Source: an optimization exercise on an open RTL-to-GDS flow (aim: small area). Production flows keep margins and buffers that such runs may drop.
At most, simulation tests tie the RTL to the original design; equivalence was not proved.
No activity file was given, so power comes from the tool's default toggle rates.

==> flow/design.v (excerpt) <==
module eth_video_rx (
	input wire logic clk,
	input wire logic eth_rx_downstream_rst,
	input wire logic rmii_crsdv,
	input wire logic [1:0] rmii_rxd,
	input wire logic rmii_rxerr,
	output logic vram_we,
	output logic [8-1:0] vram_addr,
	output logic [12-1:0] vram_color,
	output logic frame_err
);
Size in the first run: about 230 cells after synthesis, about 120 flip-flops, ~28 I/O pins, about 0.0042 mm2 of cells after synthesis.
==> module eth_video_rx, before the edit <==
module eth_video_rx (
	input wire logic clk,
	input wire logic eth_rx_downstream_rst,
	input wire logic rmii_crsdv,
	input wire logic [1:0] rmii_rxd,
	input wire logic rmii_rxerr,
	output logic vram_we,
	output logic [8-1:0] vram_addr,
	output logic [12-1:0] vram_color,
	output logic frame_err
);
	localparam logic [6:0] D_ETYPE_HI = 7'd52;
	localparam logic [6:0] D_ETYPE_LO = 7'd56;
	localparam logic [6:0] D_TYPE = 7'd60;
	localparam logic [6:0] D_OFS = 7'd68;
	localparam logic [6:0] D_FULL = 7'd116;
	logic in_frame;
	logic err_hold;
	logic pre_seen;
	logic [6:0] dcnt;
	logic [7:0] shreg;
	logic [7:0] sbuf [0:10];
	logic [4:0] ofs;
	logic ffcp_en;
	logic msg;
	logic ferr;
	logic [2:0] grp;
	logic [1:0] ph;
	logic shift;
	logic full;
	logic busy;
	logic start;
	logic push;
	logic play_shift;
	assign shift = in_frame && rmii_crsdv && !rmii_rxerr;
	assign full = dcnt == D_FULL;
	assign busy = grp != 3'd4;
	assign start = in_frame && !rmii_crsdv && full && ffcp_en && msg;
	assign push = dcnt[1:0] == 2'd0 && dcnt[6:2] >= 5'd18 && dcnt[6:2] <= 5'd28;
	assign play_shift = !grp[2] && !(grp[1:0] == 2'd0 && ph == 2'd0);
	always_ff @(posedge clk) begin
		if (eth_rx_downstream_rst) begin
			in_frame <= 1'b0;
			err_hold <= 1'b0;
			pre_seen <= 1'b0;
		end else if (err_hold) begin
			if (!rmii_crsdv)
				err_hold <= 1'b0;
		end else if (rmii_crsdv && rmii_rxerr) begin
			err_hold <= 1'b1;
			in_frame <= 1'b0;
			pre_seen <= 1'b0;
		end else if (!rmii_crsdv) begin
			in_frame <= 1'b0;
			pre_seen <= 1'b0;
		end else if (in_frame) begin
		end else if (pre_seen && rmii_rxd == 2'b11) begin
			in_frame <= 1'b1;
		end else begin
			pre_seen <= rmii_rxd == 2'b01;
		end
	end
	always_ff @(posedge clk) begin
		if (!in_frame)
			dcnt <= '0;
		else if (shift && !full)
			dcnt <= dcnt + 7'd1;
		if (shift && !full && !busy)
			shreg <= {rmii_rxd, shreg[7:2]};
		if (dcnt == D_ETYPE_HI)
			ffcp_en <= shreg == 8'h88;
		else if (dcnt == D_ETYPE_LO)
			ffcp_en <= ffcp_en && shreg == 8'hB5;
		if (dcnt == D_TYPE)
			msg <= shreg == 8'd2;
		if (dcnt == D_OFS)
			ofs <= shreg[4:0];
		if (push || play_shift) begin
			for (int i = 0; i < 10; i++)
				sbuf[i] <= sbuf[i+1];
			sbuf[10] <= shreg;
		end
	end
	always_ff @(posedge clk) begin
		if (eth_rx_downstream_rst) begin
			grp <= 3'd4;
			ph <= 2'd0;
			ferr <= 1'b0;
		end else begin
			ferr <= err_hold && ffcp_en && dcnt >= D_ETYPE_LO;
			if (start) begin
				grp <= 3'd6;
				ph <= 2'd0;
			end else if (busy) begin
				ph <= ph == 2'd2 ? 2'd0 : ph + 2'd1;
				if (ph == 2'd2)
					grp <= grp + 3'd1;
			end
		end
	end
	assign vram_we = !grp[2] && ph != 2'd0;
	assign vram_addr = {ofs, grp[1:0], ph[1]};
	assign vram_color = ph[1] ? {sbuf[0][3:0], sbuf[1]} : {sbuf[0], sbuf[1][7:4]};
	assign frame_err = ferr;
endmodule
clock: 10.0 ns
lec_check: 0
cap_margin: 20
core_margin: 2
core_utilization: 40
slew_margin: 20
standard.sh (not shown) runs the stock make flow with config.mk's settings and CLKGATE_MAP_FILE= SYNTH_SCRIPT=/design/flow/synth_recipe.tcl, a recipe that flattens the netlist after the stock synthesis.
==> flow/flow/run.sh <==
#!/bin/bash
# The standard layout (the standard.sh, standard synthesis unchanged), with
# two changes: ports are buffered with buf_1 cells, and the clock tree is built
# from clkbuf_4 cells without dummy balancing loads.
set -euo pipefail
export BUFFER_PORTS_ARGS="-buffer_cell sky130_fd_sc_hd__buf_1"
export CTS_ARGS="-sink_clustering_enable -repair_clock_nets -dont_use_dummy_load -buf_list sky130_fd_sc_hd__clkbuf_4"
bash standard.sh > standard.log 2>&1
The first run passed the timing, design-rule and antenna checks.
Edit:
--- a/flow/design.v
+++ b/flow/design.v
@@ -13,34 +13,34 @@
 );
 	localparam logic [6:0] D_ETYPE_HI = 7'd52;
 	localparam logic [6:0] D_ETYPE_LO = 7'd56;
 	localparam logic [6:0] D_TYPE = 7'd60;
 	localparam logic [6:0] D_OFS = 7'd68;
 	localparam logic [6:0] D_FULL = 7'd116;
+	localparam logic [6:0] D_NOT_FFCP = 7'd127;
+	localparam logic [6:0] D_NOT_MSG = 7'd120;
 	logic in_frame;
 	logic err_hold;
 	logic pre_seen;
 	logic [6:0] dcnt;
 	logic [7:0] shreg;
 	logic [7:0] sbuf [0:10];
 	logic [4:0] ofs;
-	logic ffcp_en;
-	logic msg;
 	logic ferr;
 	logic [2:0] grp;
 	logic [1:0] ph;
 	logic shift;
-	logic full;
+	logic parked;
 	logic busy;
 	logic start;
 	logic push;
 	logic play_shift;
 	assign shift = in_frame && rmii_crsdv && !rmii_rxerr;
-	assign full = dcnt == D_FULL;
+	assign parked = dcnt[6:4] == 3'b111 && dcnt[3:2] != 2'b00;
 	assign busy = grp != 3'd4;
-	assign start = in_frame && !rmii_crsdv && full && ffcp_en && msg;
+	assign start = in_frame && !rmii_crsdv && dcnt == D_FULL;
 	assign push = dcnt[1:0] == 2'd0 && dcnt[6:2] >= 5'd18 && dcnt[6:2] <= 5'd28;
 	assign play_shift = !grp[2] && !(grp[1:0] == 2'd0 && ph == 2'd0);
 	always_ff @(posedge clk) begin
 		if (eth_rx_downstream_rst) begin
 			in_frame <= 1'b0;
 			err_hold <= 1'b0;
@@ -62,22 +62,21 @@
 			pre_seen <= rmii_rxd == 2'b01;
 		end
 	end
 	always_ff @(posedge clk) begin
 		if (!in_frame)
 			dcnt <= '0;
-		else if (shift && !full)
+		else if ((dcnt == D_ETYPE_HI && shreg != 8'h88) ||
+				(dcnt == D_ETYPE_LO && shreg != 8'hB5))
+			dcnt <= D_NOT_FFCP;
+		else if (dcnt == D_TYPE && shreg != 8'd2)
+			dcnt <= D_NOT_MSG;
+		else if (shift && !parked)
 			dcnt <= dcnt + 7'd1;
-		if (shift && !full && !busy)
+		if (shift && dcnt != D_FULL && !busy)
 			shreg <= {rmii_rxd, shreg[7:2]};
-		if (dcnt == D_ETYPE_HI)
-			ffcp_en <= shreg == 8'h88;
-		else if (dcnt == D_ETYPE_LO)
-			ffcp_en <= ffcp_en && shreg == 8'hB5;
-		if (dcnt == D_TYPE)
-			msg <= shreg == 8'd2;
 		if (dcnt == D_OFS)
 			ofs <= shreg[4:0];
 		if (push || play_shift) begin
 			for (int i = 0; i < 10; i++)
 				sbuf[i] <= sbuf[i+1];
 			sbuf[10] <= shreg;
@@ -86,13 +85,13 @@
 	always_ff @(posedge clk) begin
 		if (eth_rx_downstream_rst) begin
 			grp <= 3'd4;
 			ph <= 2'd0;
 			ferr <= 1'b0;
 		end else begin
-			ferr <= err_hold && ffcp_en && dcnt >= D_ETYPE_LO;
+			ferr <= err_hold && dcnt >= D_ETYPE_LO && dcnt != D_NOT_FFCP;
 			if (start) begin
 				grp <= 3'd6;
 				ph <= 2'd0;
 			end else if (busy) begin
 				ph <= ph == 2'd2 ? 2'd0 : ph + 2'd1;
 				if (ph == 2'd2)
Clock power hardly moves. Total power decreases slightly. Synthesized area goes up slightly. Worst setup slack degrades by 0.021 ns. Count of clock-buffer cells in the layout is unchanged. First-iteration DRC count shrinks by a few percent. Global-route usage is higher by 0.43 points. Final area stays flat.
The RTL of the second run of this note was laid out without a check of its function.

[separate check: timing with driven ports]
How much do the figures lean on ideal ports? The routed layouts below were timed once more, with nothing changed but the port constraints.
Step 1, drivers: a clkbuf_16 drives clk and a buf_2 each remaining input, both assumed.
Step 2 also shifts input and output timing later by t, the mid clock arrival at the registers, as if the neighbouring blocks saw the same clock.
Slacks: ideal / step 1 / step 2; pairs: ideal / step 1.
run | t (ns) | setup WS [ns] | worst hold slack (ns) | slew at the worst register clock pin (ns)
the first run | 0.489 | 6.256 / 6.227 / 6.093 | 0.375 / 0.375 / 0.375 | 0.12 / 0.12
the second run | 0.483 | 6.235 / 6.206 / 6.395 | 0.395 / 0.395 / 0.395 | 0.10 / 0.10
After both steps setup and hold are still met in every run listed. For the first run, which loses most, drivers alone change the setup slack by -0.029 ns; drivers and shift together by -0.163 ns.
